From an optimization exercise on the open Yosys and OpenROAD flow, aimed at a short achievable clock period and few clock cycles; shortcuts taken in it are not production practice.
RTL that was checked went through simulation tests only; none was proved equivalent to the original.
The clock port is modelled as an ideal driver; clocking choices that lean on that would not hold on a real chip.
No activity file was given, so power comes from the tool's default toggle rates.

## v6
==> flow/design.v (excerpt) <==
module axiToAhbBridge (
    input  wire                                 ACLK,
    input  wire                                 rst,
    input  wire                                 awValid,
    output logic                                awReady,
    input  wire [axiAhbPkg::IdWidth-1:0]        awId,
    input  wire [axiAhbPkg::AddrWidth-1:0]      awAddr,
    input  wire [axiAhbPkg::BeatIdxWidth-1:0]   awLen,
    input  wire axiAhbPkg::axiSize_e            awSize,
    input  wire                                 wValid,
    output logic                                wReady,
    input  wire [axiAhbPkg::DataWidth-1:0]      wData,
    input  wire                                 wLast,
    output logic                                bValid,
    input  wire                                 bReady,
    output logic [axiAhbPkg::IdWidth-1:0]       bId,
    output axiAhbPkg::axiResp_e                 bResp,
    input  wire                                 arValid,
    output logic                                arReady,
    input  wire [axiAhbPkg::IdWidth-1:0]        arId,
    input  wire [axiAhbPkg::AddrWidth-1:0]      arAddr,
    input  wire [axiAhbPkg::BeatIdxWidth-1:0]   arLen,
    input  wire axiAhbPkg::axiSize_e            arSize,
    output logic                                rValid,
    input  wire                                 rReady,
    output logic [axiAhbPkg::IdWidth-1:0]       rId,
    output logic [axiAhbPkg::DataWidth-1:0]     rData,
    output axiAhbPkg::axiResp_e                 rResp,
    output logic                                rLast,
    output logic [axiAhbPkg::AddrWidth-1:0]     hAddr,
    output logic                                hWrite,
    output logic [2:0]                          hSize,
    output axiAhbPkg::ahbTrans_e                hTrans,
    output logic [axiAhbPkg::DataWidth-1:0]     hWData,
    input  wire [axiAhbPkg::DataWidth-1:0]      hRData,
    input  wire                                 hReady,
    input  wire                                 hResp
);
Size in the first run: roughly 1400 cells after synthesis, roughly 280 I/O pins.
clock: 5.5 ns
lec_check: 0
abc_clock_period_in_ps: 2000
cap_margin: 20
core_margin: 2
core_utilization: 55
setup_slack_margin: 3.3
slew_margin: 20
run.sh (not shown) runs the stock make flow with config.mk's settings and CLKGATE_MAP_FILE= SYNTH_SCRIPT=/design/flow/synth_recipe.tcl, a recipe that flattens the netlist after the stock synthesis.
--- input diff v6..v7 ---
--- a/flow/design.v
+++ b/flow/design.v
@@ -397,14 +397,14 @@
             errAcc <= 1'b0;
         else if (wrDoneBeat)
             errAcc <= errAcc || hResp;
         if (wrDoneBeat && dpLast && !bValidQ)
             bErrQ <= errAcc || hResp;
         bErrO <= (wrDoneBeat && dpLast) ? (errAcc || hResp) : bErrQ;
-        wrIdO <= startWr ? awIdS : wrId;
-        rdIdO <= startRd ? arIdS : rdId;
+        wrIdO <= (!wrBusy && !bAct) ? awIdS : wrId;
+        rdIdO <= (!rdBusy && !bAct) ? arIdS : rdId;
         hTransO <= canUpd ? (pres && !rst) : hTransQ;
         rBuf[rWr] <= {hRData, hResp, dpLast};
         if (rLoadNew)
             {rDataI, rErrI, rLastI} <= rNext;
         if (hReady && hTransQ && hWriteI)
             hWDataS <= wdPend;
==> summary.txt <==
NOTE: total non-filler cell area in the finished layout in v7 falls short of that of v6
Compared with v6, in v7 number of vias in the routed layout comparable; net switching power saw little to no change; total placed cells including tap cells shows an increase of about 0.5%; total inserted antenna cells higher; wire length of the first global-routing pass went up by 3.7%.
Relative to v6, the number of global-route vias before repair measured on v7 has increased by a few percent.
Compared to v6, v7 has placeable core region 180 sq um lower.
v7 ended with less post-synthesis to final-layout area growth than v6.
Testbench counts of v7, summed over its fixed seeds: cycles 21,232.
Only the layout flow was run in v6; the RTL was not checked for function there.

========
Another version of the RTL of axiToAhbBridge (not shown whole).
For scale: about 280 I/O pins, ~18,000 um^2 of cells after synthesis.
Settings: LEC_CHECK=0, ABC_CLOCK_PERIOD_IN_PS=2000, CAP_MARGIN=20, CORE_MARGIN=2, CORE_UTILIZATION=40, SETUP_SLACK_MARGIN=3.3, SLEW_MARGIN=20; clock period 5.5 ns.
The baseline finished clean.
Next try:
--- a/flow/design.v
+++ b/flow/design.v
@@ -189,22 +189,37 @@
     assign rdDone     = dpAct && !dpWr && hReady;
     assign wrDoneBeat = dpAct && dpWr && hReady;
     logic rOutFree;
     logic rEmpty;
     logic rPop;
     logic rPush;
     assign rOutFree = !rValidQ || rReady;
     assign rEmpty   = rCnt[0];
     assign rPop     = rOutFree && !rEmpty;
     assign rPush    = rdDone && !(rOutFree && rEmpty);
+    logic [11:0] sizeMask;    
+    logic [11:0] onesBelow;   
+    logic [11:0] carryIn;
     logic [11:0] addrInc;
-    assign addrInc = hAddrQ[11:0] + (12'd1 << hSizeQ);
+    always_comb
+    begin
+        for (int i = 0; i < 12; i++)
+        begin
+            sizeMask[i]  = (i >= int'(hSizeQ));
+            onesBelow[i] = hAddrQ[i] || !sizeMask[i];
+        end
+        carryIn[0] = sizeMask[0];
+        for (int i = 1; i < 12; i++)
+            carryIn[i] = sizeMask[i] && (&(onesBelow | ~((12'd1 << i) - 12'd1)));
+        for (int i = 0; i < 12; i++)
+            addrInc[i] = carryIn[i] ? !hAddrQ[i] : hAddrQ[i];
+    end
     always_ff @(posedge ACLK)
     begin
         if (rst)
         begin
             awReadyQ <= 1'b1;
             arReadyQ <= 1'b1;
             wWr      <= 1'b0;
             wRd      <= 1'b0;
             wEmpty   <= 1'b1;
             wReadyQ  <= 1'b1;
After rerunning:
- critical path depth fell by 1
- combinational power fell by a quarter to a third
- final cell count fell by a few percent
- sequential power barely changes
- die area fell slightly
- hold slack is about the same
- worst setup slack improves by 0.096 ns
- clock power hardly moves
- routed wire length fell by roughly a tenth
- register-to-register slack improves by 0.27 ns
- non-clock buffer count fell by 44
- utilization fell by 2.0 points
Testbench counts after the change, summed over its fixed seeds: cycles 21,232.
No functional check of the RTL was part of the first run of this note.

========
axiToAhbBridge, a different RTL version from the one above (not shown whole).
Size in the first run: about 1400 cells after synthesis, ~580 flip-flops, ~21000 um^2 of cells after synthesis.
export LEC_CHECK = 0
export ABC_CLOCK_PERIOD_IN_PS = 2000
export CAP_MARGIN = 20
export CORE_MARGIN = 2
export CORE_UTILIZATION = 55
export SETUP_SLACK_MARGIN = 3.3
export SLEW_MARGIN = 20
create_clock -name core_clock -period 5.5 [get_ports {ACLK}]
standard.sh (not shown) runs the stock make flow with config.mk's settings and CLKGATE_MAP_FILE= SYNTH_SCRIPT=/design/flow/synth_recipe.tcl, a recipe that flattens the netlist after the stock synthesis.
==> flow/flow/run.sh <==
#!/bin/bash
# The standard layout, except that
#  - the port buffers are buf_4 cells (buffer_ports' default here is a delay
#    buffer, clkdlybuf4s50_1), and
#  - after clock tree synthesis the clock port drives the tree's first-level
#    buffers directly and timing is repaired again (see post_cts.tcl).
set -euo pipefail
cd "$(dirname "$0")/.."
export POST_CTS_TCL="$PWD/flow/post_cts.tcl"
export BUFFER_PORTS_ARGS="-buffer_cell sky130_fd_sc_hd__buf_4"
bash standard.sh finish > flow_make.log 2>&1
==> flow/flow/post_cts.tcl <==
set block [ord::get_db_block]
set clkNet [$block findNet ACLK]
set rootInst ""
set nIn 0
foreach it [$clkNet getITerms] {
  if {[$it isInputSignal]} { set rootInst [$it getInst]; incr nIn }
}
if {$nIn != 1} {
  puts "post_cts: the clock port feeds $nIn cell pins; tree left as it is"
  return
}
set rootOutNet ""
foreach it [$rootInst getITerms] {
  if {[$it isOutputSignal]} { set rootOutNet [$it getNet] }
}
set loads {}
foreach it [$rootOutNet getITerms] {
  if {[$it isInputSignal]} { lappend loads $it }
}
if {[llength $loads] > 4 || [llength [$rootOutNet getBTerms]] > 0} {
  puts "post_cts: root [$rootInst getName] drives [llength $loads] pins; tree left as it is"
  return
}
puts "post_cts: removing root buffer [$rootInst getName]; the clock port now drives [llength $loads] buffers"
foreach it $loads {
  $it disconnect
  $it connect $clkNet
}
foreach it [$rootInst getITerms] {
  if {[$it getNet] ne "NULL"} { $it disconnect }
}
odb::dbInst_destroy $rootInst
odb::dbNet_destroy $rootOutNet

# Repair timing again for the shorter clock paths, as the cts step does after
# clock tree synthesis, and legalize the placement.
estimate_parasitics -placement
report_clock_skew
repair_timing_helper
detailed_placement
check_placement -verbose
estimate_parasitics -placement
report_clock_skew
report_worst_slack -max
==> next run, changes <==
--- a/flow/design.v
+++ b/flow/design.v
@@ -220,48 +220,44 @@
     begin
         for (int i = 0; i < 12; i++)
         begin
             sizeMask[i]  = (i >= int'(hSizeI));
             onesBelow[i] = hAddrI[i] || !sizeMask[i];
         end
         carryIn[0] = sizeMask[0];
         for (int i = 1; i < 12; i++)
             carryIn[i] = sizeMask[i] && (&(onesBelow | ~((12'd1 << i) - 12'd1)));
         for (int i = 0; i < 12; i++)
             addrInc[i] = carryIn[i] ? !hAddrI[i] : hAddrI[i];
     end
+    logic                 selAwQ;
+    logic                 selAwIn;
+    logic                 selAr;
+    logic [AddrWidth-1:0] startAddr;
+    logic [2:0]           startSize;
+    logic                 advance;
     logic [AddrWidth-1:0] hAddrN;
     logic [2:0]           hSizeN;
     logic                 hWriteN;
-    always_comb
-    begin
-        if (bAct)
-        begin
-            hAddrN  = hTransQ ? {hAddrI[31:12], addrInc} : hAddrI;
-            hSizeN  = hSizeI;
-            hWriteN = hWriteI;
-        end
-        else if (wrSel)
-        begin
-            hAddrN  = awAddrS;
-            hSizeN  = awSizeS;
-            hWriteN = 1'b1;
-        end
-        else
-        begin
-            hAddrN  = arAddrS;
-            hSizeN  = arSizeS;
-            hWriteN = 1'b0;
-        end
-    end
+    assign selAwQ    = awFullQ && !wrBusy;
+    assign selAwIn   = !awFullQ && !wrBusy && awValid;
+    assign selAr     = !selAwQ && !selAwIn;
+    assign startAddr = ({AddrWidth{selAwQ}} & awAddrQ) | ({AddrWidth{selAwIn}} & awAddr)
+                     | ({AddrWidth{selAr}} & arAddrS);
+    assign startSize = ({3{selAwQ}} & awSizeQ) | ({3{selAwIn}} & awSize)
+                     | ({3{selAr}} & arSizeS);
+    assign advance   = hTransQ && hReady;
+    assign hAddrN    = bAct ? {hAddrI[31:12], advance ? addrInc : hAddrI[11:0]} : startAddr;
+    assign hSizeN    = bAct ? hSizeI : startSize;
+    assign hWriteN   = bAct ? hWriteI : wrSel;
     logic [DataWidth+1:0] rNext;
     logic                 rLoadNew;
     assign rNext    = rEmpty ? {hRData, hResp, dpLast} : rBuf[rRd];
     assign rLoadNew = rOutFree && (!rEmpty || rdDone);
     always_ff @(posedge ACLK)
     begin
         if (rst)
         begin
             awReadyQ <= 1'b1;
             arReadyQ <= 1'b1;
             awFullQ  <= 1'b0;
             arFullQ  <= 1'b0;
@@ -363,60 +359,60 @@
             wdPend <= wHead;
             if (bAct)
             begin
                 if (hTransQ)
                 begin
                     hAddrI[11:0] <= addrInc;
                     curLeft      <= curLeft - 4'd1;
                     hLastQ       <= (curLeft == 4'd1);
                 end
             end
             else if (wrSel)
             begin
-                hAddrI  <= awAddrS;
+                hAddrI  <= startAddr;
                 curLeft <= awLenS;
                 hLastQ  <= (awLenS == 4'd0);
             end
             else
             begin
-                hAddrI  <= arAddrS;
+                hAddrI  <= startAddr;
                 curLeft <= arLenS;
                 hLastQ  <= (arLenS == 4'd0);
             end
         end
-        if (!bAct)
+        if (canUpd && !bAct)
         begin
             hWriteI <= wrSel;
-            hSizeI  <= wrSel ? awSizeS : arSizeS;
+            hSizeI  <= startSize;
         end
         if (!wrBusy)
             wrId <= awIdS;
         if (!rdBusy)
             rdId <= arIdS;
         if (hReady)
         begin
             dpWr    <= hWriteI;
             dpLast  <= hLastQ;
         end
         if (startWr)
             errAcc <= 1'b0;
         else if (wrDoneBeat)
             errAcc <= errAcc || hResp;
         if (wrDoneBeat && dpLast && !bValidQ)
             bErrQ <= errAcc || hResp;
         bErrO <= (wrDoneBeat && dpLast) ? (errAcc || hResp) : bErrQ;
-        wrIdO <= startWr ? awIdS : wrId;
-        rdIdO <= startRd ? arIdS : rdId;
+        wrIdO <= (!wrBusy && !bAct) ? awIdS : wrId;
+        rdIdO <= (!rdBusy && !bAct) ? arIdS : rdId;
         hTransO <= canUpd ? (pres && !rst) : hTransQ;
         rBuf[rWr] <= {hRData, hResp, dpLast};
         if (rLoadNew)
             {rDataI, rErrI, rLastI} <= rNext;
         if (hReady && hTransQ && hWriteI)
             hWDataS <= wdPend;
-        hAddrO  <= canUpd ? hAddrN : hAddrI;
-        hSizeO  <= canUpd ? hSizeN : hSizeI;
-        hWriteO <= canUpd ? hWriteN : hWriteI;
+        hAddrO  <= hAddrN;
+        hSizeO  <= hSizeN;
+        hWriteO <= hWriteN;
         hWDataO <= hReady ? wdPend : hWDataS;
         {rDataO, rErrO, rLastO} <= rOutFree ? rNext : {rDataI, rErrI, rLastI};
     end
 endmodule
 `default_nettype wire
The changed run completed without violations.
Maximum frequency rises by 2.1%.
Global-route usage rises by 0.81 points.
Power is higher by 2.5%.
Area after synthesis came out higher by 1.1%.
Cell count increases by 0.39%.
Die area rose by 1.1%.
Final area came out higher by 0.37%.
Utilization came out lower by 0.23 points.
Combinational power rose by about 7%.
Critical path depth rises by 2.
Testbench counts after the change, summed over its fixed seeds: cycles 21,232.
Function not checked in the first run of this note: the RTL went through the layout flow alone.

==> what the ideal ports hide <==
No port has a modelled driver above. Below, the same layouts with a new extraction and two added sets of constraints. Step 1 (the two cells are an assumption about what drives the block):
set clk [get_ports {ACLK}]
set_driving_cell -lib_cell sky130_fd_sc_hd__clkbuf_16 $clk
set_driving_cell -lib_cell sky130_fd_sc_hd__buf_2 [delete_from_list [all_inputs] $clk]
Step 2 also shifts input and output timing later by t, the mid clock arrival at the registers, as if the neighbouring blocks saw the same clock. Slacks: ideal / step 1 / step 2; pairs: ideal / step 1.
run | t, ns | setup slack, ns | worst setup path at the end | slew at the worst register clock pin (ns) | worst data-port slew with drivers (ns)
v6 | 0.643 | 3.333 / 3.276 / 2.717 | input to register | 0.07 / 0.07 | 0.10
v7 | 0.644 | 3.334 / 3.278 / 2.667 | input to register | 0.07 / 0.07 | 0.09
the first run of note 2 | 0.619 | 3.122 / 3.069 / 2.754 | input to register | 0.06 / 0.06 | 0.09
the second run of note 2 | 0.627 | 3.218 / 3.168 / 2.743 | input to register | 0.06 / 0.06 | 0.08
the first run of note 3 | 0.518 | 3.343 / 3.383 / 2.866 | input to register | 0.07 / 0.07 | 0.10
the second run of note 3 | 0.510 | 3.388 / 3.403 / 2.929 | input to register | 0.06 / 0.06 | 0.10
After both steps every run listed still meets setup and hold. For v7, which loses most, drivers alone change the setup slack by -0.056 ns; drivers and shift together by -0.667 ns.
